Source: an optimization exercise on an open RTL-to-GDS flow (aim: small area, a short achievable clock period and few clock cycles per item). Production flows keep margins and buffers that such runs may drop.
Function was checked by simulation only, so behaviour that the tests miss may differ from the original.
No activity file was given, so power comes from the tool's default toggle rates.

==> trial 63 <==
Design k423_core, start of the top module:
module k423_core #(
  parameter k423_pkg::addr_t RESET_PC = '0
) (
  input  logic                clk_i,
  input  logic                arst_n_i,
  output k423_pkg::addr_t     imem_addr_o,
  input  k423_pkg::inst_t     imem_rdata_i,
  output k423_pkg::addr_t     debug_wb_pc_o,
  output logic                debug_wb_rd_vld_o,
  output k423_pkg::reg_idx_t  debug_wb_rd_idx_o,
  output k423_pkg::xlen_t     debug_wb_rd_o
);
==> flow/config.mk <==
export PLATFORM = sky130hd
export DESIGN_NAME = k423_core
export DESIGN_NICKNAME = k423_core
export VERILOG_FILES = /design/flow/design.v
export SDC_FILE = /design/flow/constraint.sdc
export NUM_CORES = 4
export LEC_CHECK = 0
export CAP_MARGIN = 20
export CORE_MARGIN = 2
export CORE_UTILIZATION = 60
export CTS_CLUSTER_DIAMETER = 120
export CTS_CLUSTER_SIZE = 25
export SETUP_SLACK_MARGIN = 2.1
export SLEW_MARGIN = 20
==> flow/constraint.sdc <==
create_clock -name core_clock -period 5.5 [get_ports {clk_i}]
set_input_delay 1.1000 -clock core_clock [delete_from_list [all_inputs] [get_ports {clk_i}]]
set_output_delay 1.1000 -clock core_clock [all_outputs]
set_load 0.01 [all_outputs]
standard.sh (not shown) runs the stock make flow with config.mk's settings and CLKGATE_MAP_FILE= SYNTH_SCRIPT=/design/flow/synth_recipe.tcl, a recipe that flattens the netlist after the stock synthesis.
==> flow/flow/run.sh <==
#!/bin/bash
# The standard layout, except that the input and output ports are buffered
# with buf_4 rather than the cell buffer_ports picks by default (a slow delay
# buffer). Every port still gets its own buffer.
set -euo pipefail
export BUFFER_PORTS_ARGS="-buffer_cell sky130_fd_sc_hd__buf_4"
bash standard.sh > standard_flow.log 2>&1
==> build 17 (differences from trial 63) <==
--- a/flow/design.v
+++ b/flow/design.v
@@ -76,20 +76,16 @@
   output logic                  keep_tgt_o,
   input  logic                  kill_i,
   output k423_pkg::reg_idx_t    rs1_idx_o,
   output k423_pkg::reg_idx_t    rs2_idx_o,
   input  k423_pkg::xlen_t       rs1_data_i,
   input  k423_pkg::xlen_t       rs2_data_i,
   input  k423_pkg::xlen_t       ex_res_i,
-  input  logic                  wb_vld_i,
-  input  k423_pkg::reg_idx_t    wb_idx_i,
-  input  k423_pkg::xlen_t       wb_data_i,
   output k423_pkg::res_sel_e    id_res_sel_o,
   output logic                  id_sub_o,
-  output logic                  id_is_add_o,
   output logic                  id_unsigned_o,
   output logic                  id_sh_left_o,
   output logic                  id_sh_arith_o,
   output logic                  id_chk_o,
   output logic                  id_use_lt_o,
   output logic                  id_flip_o,
   output logic                  id_pred_o,
@@ -119,18 +115,14 @@
   logic                use_imm;
   k423_pkg::xlen_t     imm;
   logic                rd_vld;
   logic                pred;
   logic                chk;
   logic                fwd_a;
   logic                fwd_b;
-  logic                wbf_a;
-  logic                wbf_b;
-  k423_pkg::xlen_t     rs1_val;
-  k423_pkg::xlen_t     rs2_val;
   assign opcode = inst_i[6:0];
   assign funct3 = inst_i[14:12];
   assign funct7 = inst_i[31:25];
   assign rd_idx = inst_i[11:7];
   assign rs1_idx_o = inst_i[19:15];
   assign rs2_idx_o = inst_i[24:20];
   assign imm_i = {{20{inst_i[31]}}, inst_i[31:20]};
@@ -197,24 +189,20 @@
       end
       default: rd_vld = 1'b0;
     endcase
     if (rd_idx == '0) begin
       rd_vld = 1'b0;
     end
   end
-  assign pred  = is_jal | (is_br & (inst_i[31] | funct3[0]));
+  assign pred  = is_jal | (is_br & inst_i[31]);
   assign chk   = is_br & ~(~inst_i[31] & (off_b == 20'd2));
   assign pred_tkn_o = pred;
   assign keep_tgt_o = is_br & ~pred;
   assign fwd_a = id_rd_vld_o && (id_rd_idx_o == rs1_idx_o);
   assign fwd_b = id_rd_vld_o && (id_rd_idx_o == rs2_idx_o) && !use_imm;
-  assign wbf_a = wb_vld_i && (wb_idx_i == rs1_idx_o);
-  assign wbf_b = wb_vld_i && (wb_idx_i == rs2_idx_o);
-  assign rs1_val = wbf_a ? wb_data_i : rs1_data_i;
-  assign rs2_val = wbf_b ? wb_data_i : rs2_data_i;
   always_ff @(posedge clk_i or negedge arst_n_i) begin
     if (!arst_n_i) begin
       id_chk_o    <= 1'b0;
       id_rd_vld_o <= 1'b0;
     end else begin
       id_chk_o    <= chk & ~kill_i;
       id_rd_vld_o <= rd_vld & ~kill_i;
@@ -224,17 +212,16 @@
     id_res_sel_o  <= res_sel;
     id_sub_o      <= sub;
     id_unsigned_o <= uns;
     id_sh_left_o  <= sh_left;
     id_sh_arith_o <= sh_arith;
     id_use_lt_o   <= use_lt;
     id_flip_o     <= br_inv ^ pred;
-    id_op_a_o     <= fwd_a ? ex_res_i : rs1_val;
-    id_is_add_o   <= (res_sel == k423_pkg::RES_ADD);
-    id_op_b_o     <= use_imm ? imm : ({32{sub}} ^ (fwd_b ? ex_res_i : rs2_val));
+    id_op_a_o     <= fwd_a ? ex_res_i : rs1_data_i;
+    id_op_b_o     <= use_imm ? imm : (fwd_b ? ex_res_i : rs2_data_i);
     id_pred_o     <= pred;
     id_pcx_o      <= pcx_i;
     id_rd_idx_o   <= rd_idx;
   end
 endmodule
 module k423_regfile (
   input  logic                clk_i,
@@ -263,85 +250,93 @@
   assign rs2_data_o = rf[rs2_idx_i];
 endmodule
 module k423_execute (
   input  logic                  clk_i,
   input  logic                  arst_n_i,
   input  k423_pkg::res_sel_e    id_res_sel_i,
   input  logic                  id_sub_i,
-  input  logic                  id_is_add_i,
   input  logic                  id_unsigned_i,
   input  logic                  id_sh_left_i,
   input  logic                  id_sh_arith_i,
   input  logic                  id_chk_i,
   input  logic                  id_use_lt_i,
   input  logic                  id_flip_i,
   input  logic                  id_pred_i,
   input  k423_pkg::xlen_t       id_op_a_i,
   input  k423_pkg::xlen_t       id_op_b_i,
   input  k423_pkg::addr_t       id_pcx_i,
   input  logic                  id_rd_vld_i,
   input  k423_pkg::reg_idx_t    id_rd_idx_i,
   output logic                  redir_o,
   output k423_pkg::addr_t       redir_pc_o,
-  output k423_pkg::xlen_t       ex_res_o,
   output logic                  rf_we_o,
   output k423_pkg::reg_idx_t    rf_wa_o,
   output k423_pkg::xlen_t       rf_wd_o,
   output k423_pkg::addr_t       wb_pc_o,
   output logic                  wb_rd_vld_o,
   output k423_pkg::reg_idx_t    wb_rd_idx_o,
   output k423_pkg::xlen_t       wb_rd_o
 );
   k423_pkg::xlen_t a;
   k423_pkg::xlen_t b;
   logic [32:0]     sum;
   logic            rs_eq;
+  k423_pkg::xlen_t lt_t;
+  k423_pkg::xlen_t eq_t;
   logic            rs_lt;
   k423_pkg::xlen_t sh_in;
   logic [32:0]     sh_wide;
   k423_pkg::xlen_t sh_out;
-  k423_pkg::xlen_t oth_res;
   k423_pkg::xlen_t alu_res;
   logic               wb_vld_q;
   k423_pkg::reg_idx_t wb_idx_q;
   k423_pkg::xlen_t    wb_data_q;
   k423_pkg::addr_t    wb_pc_q;
   assign a = id_op_a_i;
   assign b = id_op_b_i;
-  assign sum = {a, 1'b1} + {b, id_sub_i};
-  assign rs_eq = (a == b);
-  assign rs_lt = {a[31] ^ ~id_unsigned_i, a[30:0]} < {b[31] ^ ~id_unsigned_i, b[30:0]};
+  assign sum = {1'b0, a} + {1'b0, b ^ {32{id_sub_i}}} + {32'b0, id_sub_i};
+  always_comb begin
+    lt_t = ~a & b;
+    eq_t = ~(a ^ b);
+    for (int w = 1; w < 32; w = w * 2) begin
+      for (int i = 0; i < 32; i = i + 2 * w) begin
+        lt_t[i] = lt_t[i + w] | (eq_t[i + w] & lt_t[i]);
+        eq_t[i] = eq_t[i + w] & eq_t[i];
+      end
+    end
+  end
+  assign rs_eq = eq_t[0];
+  assign rs_lt = (id_unsigned_i || !(a[31] ^ b[31])) ? lt_t[0] : a[31];
   always_comb begin
     for (int i = 0; i < 32; i++) begin
       sh_in[i] = id_sh_left_i ? a[31-i] : a[i];
     end
   end
   assign sh_wide = $signed({id_sh_arith_i & a[31], sh_in}) >>> b[4:0];
   always_comb begin
     for (int i = 0; i < 32; i++) begin
       sh_out[i] = id_sh_left_i ? sh_wide[31-i] : sh_wide[i];
     end
   end
   always_comb begin
     case (id_res_sel_i)
-      k423_pkg::RES_SLT:   oth_res = {31'b0, rs_lt};
-      k423_pkg::RES_XOR:   oth_res = a ^ b;
-      k423_pkg::RES_OR:    oth_res = a | b;
-      k423_pkg::RES_AND:   oth_res = a & b;
-      k423_pkg::RES_SHIFT: oth_res = sh_out;
-      default:             oth_res = b;
+      k423_pkg::RES_ADD:   alu_res = sum[31:0];
+      k423_pkg::RES_SLT:   alu_res = {31'b0, rs_lt};
+      k423_pkg::RES_XOR:   alu_res = a ^ b;
+      k423_pkg::RES_OR:    alu_res = a | b;
+      k423_pkg::RES_AND:   alu_res = a & b;
+      k423_pkg::RES_SHIFT: alu_res = sh_out;
+      default:             alu_res = b;
     endcase
   end
-  assign alu_res = id_is_add_i ? sum[32:1] : oth_res;
   assign redir_o    = id_chk_i & ((id_use_lt_i ? rs_lt : rs_eq) ^ id_flip_i);
   assign redir_pc_o = id_pred_i ? id_pcx_i + 32'd4 : id_pcx_i;
-  assign ex_res_o = alu_res;
-  assign rf_we_o = wb_vld_q;
-  assign rf_wa_o = wb_idx_q;
-  assign rf_wd_o = wb_data_q;
+  assign rf_we_o = id_rd_vld_i;
+  assign rf_wa_o = id_rd_idx_i;
+  assign rf_wd_o = alu_res;
   always_ff @(posedge clk_i or negedge arst_n_i) begin
     if (!arst_n_i) begin
       wb_vld_q <= 1'b0;
     end else begin
       wb_vld_q <= id_rd_vld_i;
     end
   end
@@ -375,28 +370,26 @@
   k423_pkg::addr_t     if_pcx;
   k423_pkg::reg_idx_t  rs1_idx;
   k423_pkg::reg_idx_t  rs2_idx;
   k423_pkg::xlen_t     rs1_data;
   k423_pkg::xlen_t     rs2_data;
   k423_pkg::res_sel_e  id_res_sel;
   logic                id_sub;
-  logic                id_is_add;
   logic                id_unsigned;
   logic                id_sh_left;
   logic                id_sh_arith;
   logic                id_chk;
   logic                id_use_lt;
   logic                id_flip;
   logic                id_pred;
   k423_pkg::xlen_t     id_op_a;
   k423_pkg::xlen_t     id_op_b;
   k423_pkg::addr_t     id_pcx;
   logic                id_rd_vld;
   k423_pkg::reg_idx_t  id_rd_idx;
-  k423_pkg::xlen_t     ex_res;
   logic                rf_we;
   k423_pkg::reg_idx_t  rf_wa;
   k423_pkg::xlen_t     rf_wd;
   k423_fetch #(
     .RESET_PC ( RESET_PC )
   ) u_k423_fetch (
     .clk_i       ( clk_i       ),
@@ -419,21 +412,17 @@
     .pred_tkn_o    ( pred_tkn     ),
     .keep_tgt_o    ( keep_tgt     ),
     .kill_i        ( redir        ),
     .rs1_idx_o     ( rs1_idx      ),
     .rs2_idx_o     ( rs2_idx      ),
     .rs1_data_i    ( rs1_data     ),
     .rs2_data_i    ( rs2_data     ),
-    .ex_res_i      ( ex_res       ),
-    .wb_vld_i      ( rf_we        ),
-    .wb_idx_i      ( rf_wa        ),
-    .wb_data_i     ( rf_wd        ),
+    .ex_res_i      ( rf_wd        ),
     .id_res_sel_o  ( id_res_sel   ),
     .id_sub_o      ( id_sub       ),
-    .id_is_add_o   ( id_is_add    ),
     .id_unsigned_o ( id_unsigned  ),
     .id_sh_left_o  ( id_sh_left   ),
     .id_sh_arith_o ( id_sh_arith  ),
     .id_chk_o      ( id_chk       ),
     .id_use_lt_o   ( id_use_lt    ),
     .id_flip_o     ( id_flip      ),
     .id_pred_o     ( id_pred      ),
@@ -454,30 +443,28 @@
     .wd_i       ( rf_wd    )
   );
   k423_execute u_k423_execute (
     .clk_i         ( clk_i             ),
     .arst_n_i      ( arst_n_i          ),
     .id_res_sel_i  ( id_res_sel        ),
     .id_sub_i      ( id_sub            ),
-    .id_is_add_i   ( id_is_add         ),
     .id_unsigned_i ( id_unsigned       ),
     .id_sh_left_i  ( id_sh_left        ),
     .id_sh_arith_i ( id_sh_arith       ),
     .id_chk_i      ( id_chk            ),
     .id_use_lt_i   ( id_use_lt         ),
     .id_flip_i     ( id_flip           ),
     .id_pred_i     ( id_pred           ),
     .id_op_a_i     ( id_op_a           ),
     .id_op_b_i     ( id_op_b           ),
     .id_pcx_i      ( id_pcx            ),
     .id_rd_vld_i   ( id_rd_vld         ),
     .id_rd_idx_i   ( id_rd_idx         ),
     .redir_o       ( redir             ),
     .redir_pc_o    ( redir_pc          ),
-    .ex_res_o      ( ex_res            ),
     .rf_we_o       ( rf_we             ),
     .rf_wa_o       ( rf_wa             ),
     .rf_wd_o       ( rf_wd             ),
     .wb_pc_o       ( debug_wb_pc_o     ),
     .wb_rd_vld_o   ( debug_wb_rd_vld_o ),
     .wb_rd_idx_o   ( debug_wb_rd_idx_o ),
     .wb_rd_o       ( debug_wb_rd_o     )
==> flow/run.sh (new file) <==
#!/bin/bash
# synth_recipe.tcl (not shown) runs the flow's synth.tcl, then flattens the netlist and writes it again
# the make line also repeats each setting of config.mk as NAME=value (left out here)
make -C /OpenROAD-flow-scripts/flow DESIGN_CONFIG=/design/flow/config.mk WORK_HOME=/design/flow/orfs CLKGATE_MAP_FILE= SYNTH_SCRIPT=/design/flow/synth_recipe.tcl finish
SETUP_SLACK_MARGIN = 2.0   (was 2.1)
removed: flow/flow/run.sh
removed: flow/standard.sh
==> notes <==
Trial 63 went through all stages and came out clean. Build 17 produced a clean layout. Against build 17, the worst setup slack of trial 63 is better by 0.030 ns. Against trial 63, the clock skew of build 17 is lower by 0.024 ns. Between build 17 and trial 63, the lower flip-flop and latch count is in build 17 (gap 1). Between build 17 and trial 63, the lower die area is in build 17 (gap 0.87%, measured against trial 63). In trial 63 the power is smaller than in build 17, by about 6%. In trial 63 the register-to-register slack is higher than in build 17, by 0.17 ns. Between build 17 and trial 63, the lower count of clock-buffer cells in the layout is in trial 63 (gap 25). Of trial 63 and build 17, build 17 has the higher design area (gap about 2%, measured against build 17).
Testbench counts of trial 63, summed over its fixed seeds: cycles 32,529, retired 24,000.
Testbench counts of build 17, summed over its fixed seeds: cycles 32,921, retired 24,000.

## afterwards: timing with drivers on the ports
In the flow no input, the clock included, has a driving cell. The finished layouts below were timed again as built, in two steps. Step 1: set_driving_cell puts a clkbuf_16 on clk_i and a buf_2 on each other input, an assumption about the parent block. Step 2 times the ports against the registers' clock, not the clock port: input delays grow and output delays shrink by t, the midpoint of the rising clock arrivals with the driver on. Three values: ideal ports, drivers, drivers and shift; two values: the first two.
run | shift t [ns] | setup slack, ns | worst hold slack (ns) | worst setup path at the end | slew at the worst register clock pin (ns)
trial 63 | 0.802 | 1.838 / 1.858 / 1.055 | 0.369 / 0.324 / 0.369 | input to register | 0.12 / 0.12
build 17 | 0.821 | 1.808 / 1.808 / 1.119 | 0.354 / 0.354 / 0.354 | input to register | 0.12 / 0.12
After both steps every run listed still meets setup and hold. The setup slack of trial 63, which loses most, moves by +0.020 ns with the drivers and by -0.783 ns with both steps.
